Source: an optimization exercise on an open RTL-to-GDS flow (aim: small area, a short achievable clock period and few clock cycles per item). Production flows keep margins and buffers that such runs may drop.
Power and IR drop assume default switching activity.

north:
==> flow/design.v <==
`default_nettype none
package ica_pkg;
    localparam int DIM          = 4;
    localparam int SAMPLE_WIDTH = 16;
    localparam int NORM_WIDTH   = 18;
    localparam logic [NORM_WIDTH-1:0] THRESHOLD = NORM_WIDTH'(32);
    localparam logic [2:0] IDLE   = 3'd0;
    localparam logic [2:0] LOAD   = 3'd1;
    localparam logic [2:0] DIFF   = 3'd2;
    localparam logic [2:0] NORM   = 3'd3;
    localparam logic [2:0] REPORT = 3'd4;
endpackage
`default_nettype wire
`default_nettype none
package cordic_pkg;
    localparam int CORDIC_WIDTH  = 22;
    localparam int CORDIC_STAGES = 16;
    localparam int GUARD_BITS    = 2;
    localparam int GAIN_WIDTH = 16;
    localparam logic [GAIN_WIDTH-1:0] GAIN_INV = 16'd39797;
endpackage
`default_nettype wire
`timescale 1ns/1ps
`default_nettype none
module ica_conv_top (
    input  logic        clk,
    input  logic        nreset,
    input  logic        start,
    input  logic [15:0] sample_in,
    input  logic        sample_valid,
    output logic        sample_ready,
    output logic        done,
    output logic [17:0] diff_norm,
    output logic        converged
);
    localparam logic [2:0] P_IDLE = 3'd0;   
    localparam logic [2:0] P_S1   = 3'd1;   
    localparam logic [2:0] P_ROT  = 3'd2;   
    localparam logic [2:0] P_M1   = 3'd3;   
    localparam logic [2:0] P_M2   = 3'd4;   
    localparam logic [2:0] P_M3   = 3'd5;   
    logic [2:0]  phase, phase_n;
    logic [3:0]  sx, sx_n;         
    logic [3:0]  sy, sy_n;         
    logic [1:0]  stp, stp_n;       
    logic        want_q, want_n;   
    logic        done_q, done_n;
    logic        pval, pval_n;     
    logic [15:0] p0, p1, p2, p3;   
    logic [19:0] x;                
    logic signed [19:0] y;
    logic        take;
    assign sample_ready = start && want_q;
    assign take         = sample_ready && sample_valid;
    logic [15:0] pref;
    logic signed [16:0] d;
    logic signed [19:0] d4;
    assign pref = pval ? p0 : 16'd0;
    assign d    = {sample_in[15], sample_in} - {pref[15], pref};
    assign d4   = {d[16], d, 2'b0};
    logic        neg;
    logic [19:0] xs;
    logic signed [19:0] ys;
    logic [20:0] x_sum, y_sum;
    logic [19:0] x_rot;
    logic signed [19:0] y_rot;
    assign neg   = y[19];
    assign xs    = x >> sx;
    assign ys    = y >>> sy;
    assign x_sum = {x, 1'b1} + {ys ^ {20{neg}}, neg};
    assign y_sum = {y, 1'b1} + {xs ^ {20{!neg}}, !neg};
    assign x_rot = x_sum[20:1];
    assign y_rot = y_sum[20:1];
    logic signed [27:0] ma, mb, mc, mk, m_sum;
    logic signed [19:0] m_res;
    always_comb begin
        case (phase)
            P_M1: begin
                ma = 28'({8'b0, x});
                mb = 28'({6'b0, x, 2'b0});
                mc = ~(28'({4'b0, x, 4'b0}));
                mk = neg ? -(28'sd10) : 28'sd1;
            end
            P_M2: begin
                ma = 28'(y);
                mb = ~(28'({6'b0, x, 2'b0}));
                mc = ~(28'({3'b0, x, 5'b0}));
                mk = 28'sd2;
            end
            default: begin
                ma = 28'(y);
                mb = 28'({8'b0, x});
                mc = 28'({6'b0, x, 2'b0});
                mk = 28'sd16;
            end
        endcase
        m_sum = ma + mb + mc + mk;
        m_res = (phase == P_M2) ? m_sum[27:8] : m_sum[24:5];
    end
    always_ff @(posedge clk) begin
        if (take) begin
            p0 <= p1; p1 <= p2; p2 <= p3; p3 <= sample_in;
        end
    end
    always_ff @(posedge clk) begin
        case (phase)
            P_IDLE: if (take) begin
                x <= '0;
                y <= d4;
            end
            P_S1: if (take) begin
                x <= x_rot;                  
                y <= d4;
            end
            P_ROT: begin
                x <= x_rot;
                y <= y_rot;
            end
            P_M1: begin
                x <= x_rot;
                y <= m_res;
            end
            P_M2: y <= m_res;
            P_M3: if (take || stp == 2'd3) begin
                x <= {m_res[17:0], 2'b0};
                y <= d4;
            end
            default: ;
        endcase
    end
    always_comb begin
        phase_n = phase;
        sx_n    = sx;
        sy_n    = sy;
        stp_n   = stp;
        done_n  = done_q;
        pval_n  = pval;
        case (phase)
            P_IDLE: begin
                if (!start) done_n = 1'b0;
                if (take) phase_n = P_S1;
            end
            P_S1: if (take) begin
                phase_n = P_ROT;
                stp_n   = 2'd1;
            end
            P_ROT: begin
                sx_n = sx + 4'd1;
                sy_n = sy + 4'd1;
                if (sx == 4'd14) phase_n = P_M1;
            end
            P_M1: begin
                phase_n = P_M2;
                sx_n    = '0;
                sy_n    = '0;
            end
            P_M2: phase_n = P_M3;
            P_M3: begin
                if (stp == 2'd3) begin
                    phase_n = P_IDLE;
                    done_n  = 1'b1;
                    pval_n  = 1'b1;
                end else if (take) begin
                    phase_n = P_ROT;
                    stp_n   = stp + 2'd1;
                end
            end
            default: phase_n = P_IDLE;
        endcase
        want_n = (phase_n == P_IDLE && !done_n) || phase_n == P_S1 ||
                 (phase_n == P_M3 && stp_n != 2'd3);
    end
    always_ff @(posedge clk) begin
        if (!nreset) begin
            phase  <= P_IDLE;
            sx     <= '0;
            sy     <= '0;
            stp    <= '0;
            want_q <= 1'b0;
            done_q <= 1'b0;
            pval   <= 1'b0;
        end else begin
            phase  <= phase_n;
            sx     <= sx_n;
            sy     <= sy_n;
            stp    <= stp_n;
            want_q <= want_n;
            done_q <= done_n;
            pval   <= pval_n;
        end
    end
    assign done      = done_q && start;
    assign diff_norm = x[19:2];
    assign converged = (x[19:2] <= 18'd32);
endmodule
`default_nettype wire
export LEC_CHECK = 0
export CAP_MARGIN = 20
export CORE_MARGIN = 2
export CORE_UTILIZATION = 60
export PLACE_DENSITY = 0.7
export SETUP_SLACK_MARGIN = 5
export SLEW_MARGIN = 20
create_clock -name core_clock -period 9.0 [get_ports {clk}]
run.sh (not shown) runs the stock make flow with config.mk's settings and CLKGATE_MAP_FILE= SYNTH_SCRIPT=/design/flow/synth_recipe.tcl, a recipe that flattens the netlist after the stock synthesis.
## Diff of input files: south against north
--- a/flow/design.v
+++ b/flow/design.v
@@ -69,36 +69,16 @@
     assign ys    = y >>> sy;
     assign x_sum = {x, 1'b1} + {ys ^ {20{neg}}, neg};
     assign y_sum = {y, 1'b1} + {xs ^ {20{!neg}}, !neg};
     assign x_rot = x_sum[20:1];
     assign y_rot = y_sum[20:1];
-    logic signed [27:0] ma, mb, mc, mk, m_sum;
-    logic signed [19:0] m_res;
-    always_comb begin
-        case (phase)
-            P_M1: begin
-                ma = 28'({8'b0, x});
-                mb = 28'({6'b0, x, 2'b0});
-                mc = ~(28'({4'b0, x, 4'b0}));
-                mk = neg ? -(28'sd10) : 28'sd1;
-            end
-            P_M2: begin
-                ma = 28'(y);
-                mb = ~(28'({6'b0, x, 2'b0}));
-                mc = ~(28'({3'b0, x, 5'b0}));
-                mk = 28'sd2;
-            end
-            default: begin
-                ma = 28'(y);
-                mb = 28'({8'b0, x});
-                mc = 28'({6'b0, x, 2'b0});
-                mk = 28'sd16;
-            end
-        endcase
-        m_sum = ma + mb + mc + mk;
-        m_res = (phase == P_M2) ? m_sum[27:8] : m_sum[24:5];
-    end
+    logic signed [25:0] m1_sum;
+    logic signed [27:0] m2_sum;
+    logic signed [24:0] m3_sum;
+    assign m1_sum = signed'({6'b0, x}) + signed'({4'b0, x, 2'b0}) - signed'({2'b0, x, 4'b0});
+    assign m2_sum = signed'({{8{y[19]}}, y}) - signed'({6'b0, x, 2'b0}) - signed'({3'b0, x, 5'b0});
+    assign m3_sum = signed'({{5{y[19]}}, y}) + signed'({5'b0, x}) + signed'({3'b0, x, 2'b0}) + 25'sd16;
     always_ff @(posedge clk) begin
         if (take) begin
             p0 <= p1; p1 <= p2; p2 <= p3; p3 <= sample_in;
         end
     end
@@ -114,17 +94,14 @@
             end
             P_ROT: begin
                 x <= x_rot;
                 y <= y_rot;
             end
-            P_M1: begin
-                x <= x_rot;
-                y <= m_res;
-            end
-            P_M2: y <= m_res;
+            P_M1: y <= m1_sum[24:5];
+            P_M2: y <= m2_sum[27:8];
             P_M3: if (take || stp == 2'd3) begin
-                x <= {m_res[17:0], 2'b0};
+                x <= {m3_sum[22:5], 2'b0};
                 y <= d4;
             end
             default: ;
         endcase
     end
@@ -145,17 +122,13 @@
                 stp_n   = 2'd1;
             end
             P_ROT: begin
                 sx_n = sx + 4'd1;
                 sy_n = sy + 4'd1;
-                if (sx == 4'd14) phase_n = P_M1;
+                if (sx == 4'd15) phase_n = P_M1;
             end
-            P_M1: begin
-                phase_n = P_M2;
-                sx_n    = '0;
-                sy_n    = '0;
-            end
+            P_M1: phase_n = P_M2;
             P_M2: phase_n = P_M3;
             P_M3: begin
                 if (stp == 2'd3) begin
                     phase_n = P_IDLE;
                     done_n  = 1'b1;
==> run notes <==
Synthesized cell count sits lower in south than in north. Note that the post-route standard cell area excluding fillers recorded for north amounts to 0.949 times the value seen in south. Relative to north, the layout inverter count without the clock tree of south is higher by about 20%. Taking north as the reference, in south fraction of the cycle the final worst path needs has decreased, half-perimeter wire length after placement has decreased, cell-internal power has decreased, wire length of the first global-routing pass has decreased, overall power consumption has decreased. Max die area across north and south: south. The part of the total power dissipated in combinational logic number comes out higher for north vs south. Sort north and south by cell count, descending, and south comes first. Delta (south minus north): area growth from synthesis to layout increased by 2.5 points relative to the old numbers, internal reg-to-reg setup slack increased by 580 ps relative to the old numbers, width of the die increased by about 1.6% relative to the old numbers.
No functional check of the RTL was part of any run of this note.

## what the ideal ports hide
How much do the figures lean on ideal ports? The routed layouts below were timed once more, with nothing changed but the port constraints. Step 1 assumes that a clkbuf_16 drives the clock port and a buf_2 every other input. Step 2 times the ports against the registers' clock, not the clock port: input delays grow and output delays shrink by t, the midpoint of the rising clock arrivals with the driver on. Three values: ideal ports, drivers, drivers and shift; two values: the first two.
run	t, ns	slack for setup (ns)	hold WS [ns]	slew at the worst register clock pin (ns)	pins driven straight from the clock port
north	0.483	4.118 / 4.118 / 3.881	0.412 / 0.412 / 0.412	0.07 / 0.07	1
south	0.480	4.694 / 4.694 / 4.534	0.411 / 0.411 / 0.411	0.07 / 0.07	1
After both steps every run listed still meets setup and hold. The setup slack of north, which loses most, moves by 0.000 ns with the drivers and by -0.237 ns with both steps.
